From an optimization exercise on the open Yosys and OpenROAD flow, aimed at small area, a short achievable clock period and few clock cycles per item; shortcuts taken in it are not production practice.

==> inputs of build 65 <==
==> flow/design.v <==
package dit_fft_8_pkg;
    localparam int W    = 16;    
    localparam int FRAC = 8;     
    localparam int TW   = 181;   
    localparam int IW   = 20;
    typedef logic signed [IW-1:0] work_t;
    typedef logic        [W-1:0]  sample_t;
    typedef enum logic [2:0] {IDLE, LOAD, S1, S2, S3, DONE} state_t;
    typedef enum logic [1:0] {TW_W0, TW_W1, TW_W2, TW_W3} tw_sel_t;
    function automatic logic [2:0] bit_rev(input logic [2:0] i);
        bit_rev = {i[0], i[1], i[2]};
    endfunction
    function automatic work_t sm_to_tc(input sample_t sm);
        work_t mag;
        mag = work_t'({{(IW-W+1){1'b0}}, sm[W-2:0]});
        sm_to_tc = sm[W-1] ? -mag : mag;
    endfunction
    function automatic sample_t tc_to_sm(input work_t v);
        logic [IW-1:0] mag;
        mag = v[IW-1] ? -v : v;
        if (|mag[IW-1:W-1])
            tc_to_sm = {v[IW-1], {(W-1){1'b1}}};
        else
            tc_to_sm = {v[IW-1], mag[W-2:0]};
    endfunction
endpackage
module fft_tw_prod (
    input  logic signed [17:0] b,
    output logic        [19:0] uh,
    output logic        [19:0] vh,
    output logic               c
);
    logic [27:0] t7, t5, t4, t2, t0, s1, k1, s2, k2, u, v;
    logic [8:0]  lo;
    assign t0 = 28'($signed(b));
    assign t2 = t0 << 2;
    assign t4 = t0 << 4;
    assign t5 = t0 << 5;
    assign t7 = t0 << 7;
    assign s1 = t7 ^ t5 ^ t4;
    assign k1 = ((t7 & t5) | (t7 & t4) | (t5 & t4)) << 1;
    assign s2 = s1 ^ k1 ^ t2;
    assign k2 = ((s1 & k1) | (s1 & t2) | (k1 & t2)) << 1;
    assign u  = s2 ^ k2 ^ t0;
    assign v  = ((s2 & k2) | (s2 & t0) | (k2 & t0)) << 1;
    assign lo = {1'b0, u[7:0]} + {1'b0, v[7:0]};
    assign uh = u[27:8];
    assign vh = v[27:8];
    assign c  = lo[8];
endmodule
module fft_tw_sum (
    input  logic [19:0] x,
    input  logic [19:0] y,
    input  logic [19:0] z,
    input  logic [19:0] w,
    input  logic        ca,
    input  logic        cb,
    output logic [19:0] s,
    output logic [19:0] k
);
    logic [19:0] s1, k1;
    assign s1 = x ^ y ^ z;
    assign k1 = {((x[18:0] & y[18:0]) | (x[18:0] & z[18:0]) | (y[18:0] & z[18:0])), ca};
    assign s  = s1 ^ k1 ^ w;
    assign k  = {((s1[18:0] & k1[18:0]) | (s1[18:0] & w[18:0]) | (k1[18:0] & w[18:0])), cb};
endmodule
module dit_fft_8 (
    input  logic         clk,
    input  logic         RST_N,
    input  logic         write,
    input  logic         start,
    input  logic [dit_fft_8_pkg::W-1:0] in0_r, in1_r, in2_r, in3_r, in4_r, in5_r, in6_r, in7_r,
    input  logic [dit_fft_8_pkg::W-1:0] in0_i, in1_i, in2_i, in3_i, in4_i, in5_i, in6_i, in7_i,
    output logic [dit_fft_8_pkg::W-1:0] out0_r, out1_r, out2_r, out3_r, out4_r, out5_r, out6_r, out7_r,
    output logic [dit_fft_8_pkg::W-1:0] out0_i, out1_i, out2_i, out3_i, out4_i, out5_i, out6_i, out7_i,
    output logic         ready
);
    logic                    start_q, launch, busy;
    logic [7:0][15:0]        in_r, in_i, res_r, res_i;
    logic [7:0][15:0]        yp_r, yp_i;      
    logic [7:0]              sg_r, sg_i;      
    logic [7:0]              ng_r, ng_i;      
    logic [7:0][16:0]        a_r, a_i;        
    logic [7:0][16:0]        frm_r, frm_i;    
    logic [7:0][19:0]        x_r, x_i;        
    logic [7:0][19:0]        res_tr, res_ti;  
    assign in_r = {in7_r, in6_r, in5_r, in4_r, in3_r, in2_r, in1_r, in0_r};
    assign in_i = {in7_i, in6_i, in5_i, in4_i, in3_i, in2_i, in1_i, in0_i};
    assign {out7_r, out6_r, out5_r, out4_r, out3_r, out2_r, out1_r, out0_r} = res_r;
    assign {out7_i, out6_i, out5_i, out4_i, out3_i, out2_i, out1_i, out0_i} = res_i;
    assign launch = start & ~start_q;
    always_ff @(posedge clk or posedge RST_N) begin
        if (RST_N) start_q <= 1'b0;
        else       start_q <= start;
    end
    always_comb begin
        for (int n = 0; n < 8; n++) begin
            sg_r[n] = in_r[n][15];
            sg_i[n] = in_i[n][15];
            ng_r[n] = ~in_r[n][15];
            ng_i[n] = ~in_i[n][15];
            yp_r[n] = {in_r[n][15], in_r[n][14:0] ^ {15{in_r[n][15]}}};
            yp_i[n] = {in_i[n][15], in_i[n][14:0] ^ {15{in_i[n][15]}}};
        end
    end
    for (genvar k = 0; k < 4; k++) begin : g_s1
        localparam int NA = (k == 0) ? 0 : (k == 1) ? 2 : (k == 2) ? 1 : 3;
        localparam int NB = NA + 4;
        logic signed [16:0] pa_r, pb_r, pa_i, pb_i;
        logic        [1:0]  ss_r, ss_i, sd_r, sd_i;
        assign pa_r = $signed(yp_r[NA]);
        assign pb_r = $signed(yp_r[NB]);
        assign pa_i = $signed(yp_i[NA]);
        assign pb_i = $signed(yp_i[NB]);
        assign ss_r = {1'b0, sg_r[NA]} + {1'b0, sg_r[NB]};
        assign ss_i = {1'b0, sg_i[NA]} + {1'b0, sg_i[NB]};
        assign sd_r = {1'b0, sg_r[NA]} + {1'b0, ng_r[NB]};
        assign sd_i = {1'b0, sg_i[NA]} + {1'b0, ng_i[NB]};
        assign a_r[2*k]   = pa_r + pb_r + 17'(ss_r);
        assign a_i[2*k]   = pa_i + pb_i + 17'(ss_i);
        assign a_r[2*k+1] = pa_r + ~pb_r + 17'(sd_r);
        assign a_i[2*k+1] = pa_i + ~pb_i + 17'(sd_i);
    end
    always_ff @(posedge clk or posedge RST_N) begin
        if (RST_N) begin
            frm_r <= '0;
            frm_i <= '0;
        end else if (write) begin
            frm_r <= a_r;
            frm_i <= a_i;
        end
    end
    logic signed [19:0] a0r, a0i, a2r, a2i, a4r, a4i, a6r, a6i;
    assign a0r = 20'($signed(frm_r[0]));  assign a0i = 20'($signed(frm_i[0]));
    assign a2r = 20'($signed(frm_r[2]));  assign a2i = 20'($signed(frm_i[2]));
    assign a4r = 20'($signed(frm_r[4]));  assign a4i = 20'($signed(frm_i[4]));
    assign a6r = 20'($signed(frm_r[6]));  assign a6i = 20'($signed(frm_i[6]));
    assign x_r[0] = a0r + a2r + a4r + a6r;  assign x_i[0] = a0i + a2i + a4i + a6i;
    assign x_r[4] = a0r + a2r - a4r - a6r;  assign x_i[4] = a0i + a2i - a4i - a6i;
    assign x_r[2] = a0r - a2r + a4i - a6i;  assign x_i[2] = a0i - a2i - a4r + a6r;
    assign x_r[6] = a0r - a2r - a4i + a6i;  assign x_i[6] = a0i - a2i + a4r - a6r;
    logic signed [17:0] b1r, b1i, b3r, b3i, b5r, b5i, b7r, b7i;
    assign b1r = $signed(frm_r[1]) + $signed(frm_i[3]);
    assign b1i = $signed(frm_i[1]) - $signed(frm_r[3]);
    assign b3r = $signed(frm_r[1]) - $signed(frm_i[3]);
    assign b3i = $signed(frm_i[1]) + $signed(frm_r[3]);
    assign b5r = $signed(frm_r[5]) + $signed(frm_i[7]);
    assign b5i = $signed(frm_i[5]) - $signed(frm_r[7]);
    assign b7r = $signed(frm_r[5]) - $signed(frm_i[7]);
    assign b7i = $signed(frm_i[5]) + $signed(frm_r[7]);
    logic [19:0] u5r, v5r, u5i, v5i, u7r, v7r, u7i, v7i;
    logic        c5r, c5i, c7r, c7i;
    fft_tw_prod u_p5r (.b(b5r), .uh(u5r), .vh(v5r), .c(c5r));
    fft_tw_prod u_p5i (.b(b5i), .uh(u5i), .vh(v5i), .c(c5i));
    fft_tw_prod u_p7r (.b(b7r), .uh(u7r), .vh(v7r), .c(c7r));
    fft_tw_prod u_p7i (.b(b7i), .uh(u7i), .vh(v7i), .c(c7i));
    logic [19:0] s5s, k5s, s5d, k5d, s7s, k7s, s7d, k7d;
    fft_tw_sum u_t5s (.x(u5r), .y(v5r), .z(u5i), .w(v5i), .ca(c5r), .cb(c5i), .s(s5s), .k(k5s));
    fft_tw_sum u_t5d (.x(~u5r), .y(~v5r), .z(u5i), .w(v5i), .ca(~c5r), .cb(c5i), .s(s5d), .k(k5d));
    fft_tw_sum u_t7s (.x(u7r), .y(v7r), .z(u7i), .w(v7i), .ca(c7r), .cb(c7i), .s(s7s), .k(k7s));
    fft_tw_sum u_t7d (.x(~u7r), .y(~v7r), .z(u7i), .w(v7i), .ca(~c7r), .cb(c7i), .s(s7d), .k(k7d));
    logic signed [19:0] e1r, e1i, e3r, e3i;
    assign e1r = 20'(b1r);  assign e1i = 20'(b1i);
    assign e3r = 20'(b3r);  assign e3i = 20'(b3i);
    assign x_r[1] = e1r + s5s + k5s;
    assign x_r[5] = e1r - s5s - k5s;
    assign x_i[1] = e1i + s5d + k5d + 20'd1;
    assign x_i[5] = e1i - s5d - k5d - 20'd1;
    assign x_r[3] = e3r + s7d + k7d + 20'd1;
    assign x_r[7] = e3r - s7d - k7d - 20'd1;
    assign x_i[3] = e3i - s7s - k7s;
    assign x_i[7] = e3i + s7s + k7s;
    always_ff @(posedge clk) begin
        res_tr <= x_r;
        res_ti <= x_i;
    end
    always_comb begin
        for (int i = 0; i < 8; i++) begin
            res_r[i] = dit_fft_8_pkg::tc_to_sm(res_tr[i]);
            res_i[i] = dit_fft_8_pkg::tc_to_sm(res_ti[i]);
        end
    end
    always_ff @(posedge clk or posedge RST_N) begin
        if (RST_N) begin
            busy  <= 1'b0;
            ready <= 1'b0;
        end else begin
            busy  <= launch;
            if (busy)                  ready <= 1'b1;
            else if (launch || write)  ready <= 1'b0;
        end
    end
endmodule
==> flow/run.sh <==
#!/bin/bash
# synth_recipe.tcl (not shown) runs the flow's synth.tcl, then flattens the netlist and writes it again
# the make line also repeats each setting of config.mk as NAME=value (left out here)
make -C /OpenROAD-flow-scripts/flow DESIGN_CONFIG=/design/flow/config.mk WORK_HOME=/design/flow/orfs CLKGATE_MAP_FILE= SYNTH_SCRIPT=/design/flow/synth_recipe.tcl finish
==> flow/config.mk <==
export PLATFORM = sky130hd
export DESIGN_NAME = dit_fft_8
export DESIGN_NICKNAME = dit_fft_8
export VERILOG_FILES = /design/flow/design.v
export SDC_FILE = /design/flow/constraint.sdc
export NUM_CORES = 4
export LEC_CHECK = 0
export ABC_AREA = 1
export CAP_MARGIN = 20
export CORE_MARGIN = 2
export CORE_UTILIZATION = 65
export PLACE_DENSITY = 0.72
export SLEW_MARGIN = 20
==> flow/constraint.sdc <==
create_clock -name core_clock -period 11.0 [get_ports {clk}]
set_input_delay 2.2000 -clock core_clock [delete_from_list [all_inputs] [get_ports {clk}]]
set_output_delay 2.2000 -clock core_clock [all_outputs]
set_load 0.01 [all_outputs]
==> inputs of build 4, as changes to build 65 <==
--- a/flow/config.mk
+++ b/flow/config.mk
@@ -7,3 +7,2 @@
 export LEC_CHECK = 0
-export ABC_AREA = 1
 export CAP_MARGIN = 20
==> run summary <==
Synth top area share=16.8%; worst slew pin tran=1.23 ns; clk cell area share=2.66%; R2R cell count=29; Final WS setup=3.04 ns; Layout fillers=9,806; Slew headroom=17.7%; CP Depth=29; share of post-route cells with drive strength above 1=under 10%; reg2reg setup slack=between 3 and 4 ns; outcome=no timing/DRC/antenna violations; comb_multi_in=8,004; Final #Nets=13,100
That was build 65.
==> run summary <==
Slew headroom=roughly 18%; clk cell area share=2.87%; outcome=no timing/DRC/antenna violations; comb_multi_in=around 7,000; worst slew pin tran=1.23 ns; Final #Nets=~12,000; Final WS setup=2.06 ns; CP Depth=25
That was build 4.
Function was not checked in any run of this note: the RTL went through the layout flow alone.

## separate check: timing with driven ports
Ports are ideal in the flow. The routed layouts listed here were re-timed in OpenROAD. Step 1 (the two cells are an assumption about what drives the block):
set clk [get_ports {clk}]
set_driving_cell -lib_cell sky130_fd_sc_hd__clkbuf_16 $clk
set_driving_cell -lib_cell sky130_fd_sc_hd__buf_2 [delete_from_list [all_inputs] $clk]
Step 2 times the ports against the registers' clock, not the clock port: input delays grow and output delays shrink by t, the midpoint of the rising clock arrivals with the driver on. a / b / c = ideal / step 1 / step 2; a / b = the first two.
run	t, ns	setup slack, ns	worst hold slack (ns)	worst register clock-pin slew, ns	worst data-port slew with drivers (ns)
build 65	0.773	3.038 / 3.038 / 3.038	0.425 / 0.425 / 0.425	0.09 / 0.09	0.14
build 4	0.769	2.059 / 2.059 / 2.059	0.410 / 0.410 / 0.410	0.07 / 0.07	0.16
After both steps setup and hold are still met in every run listed.
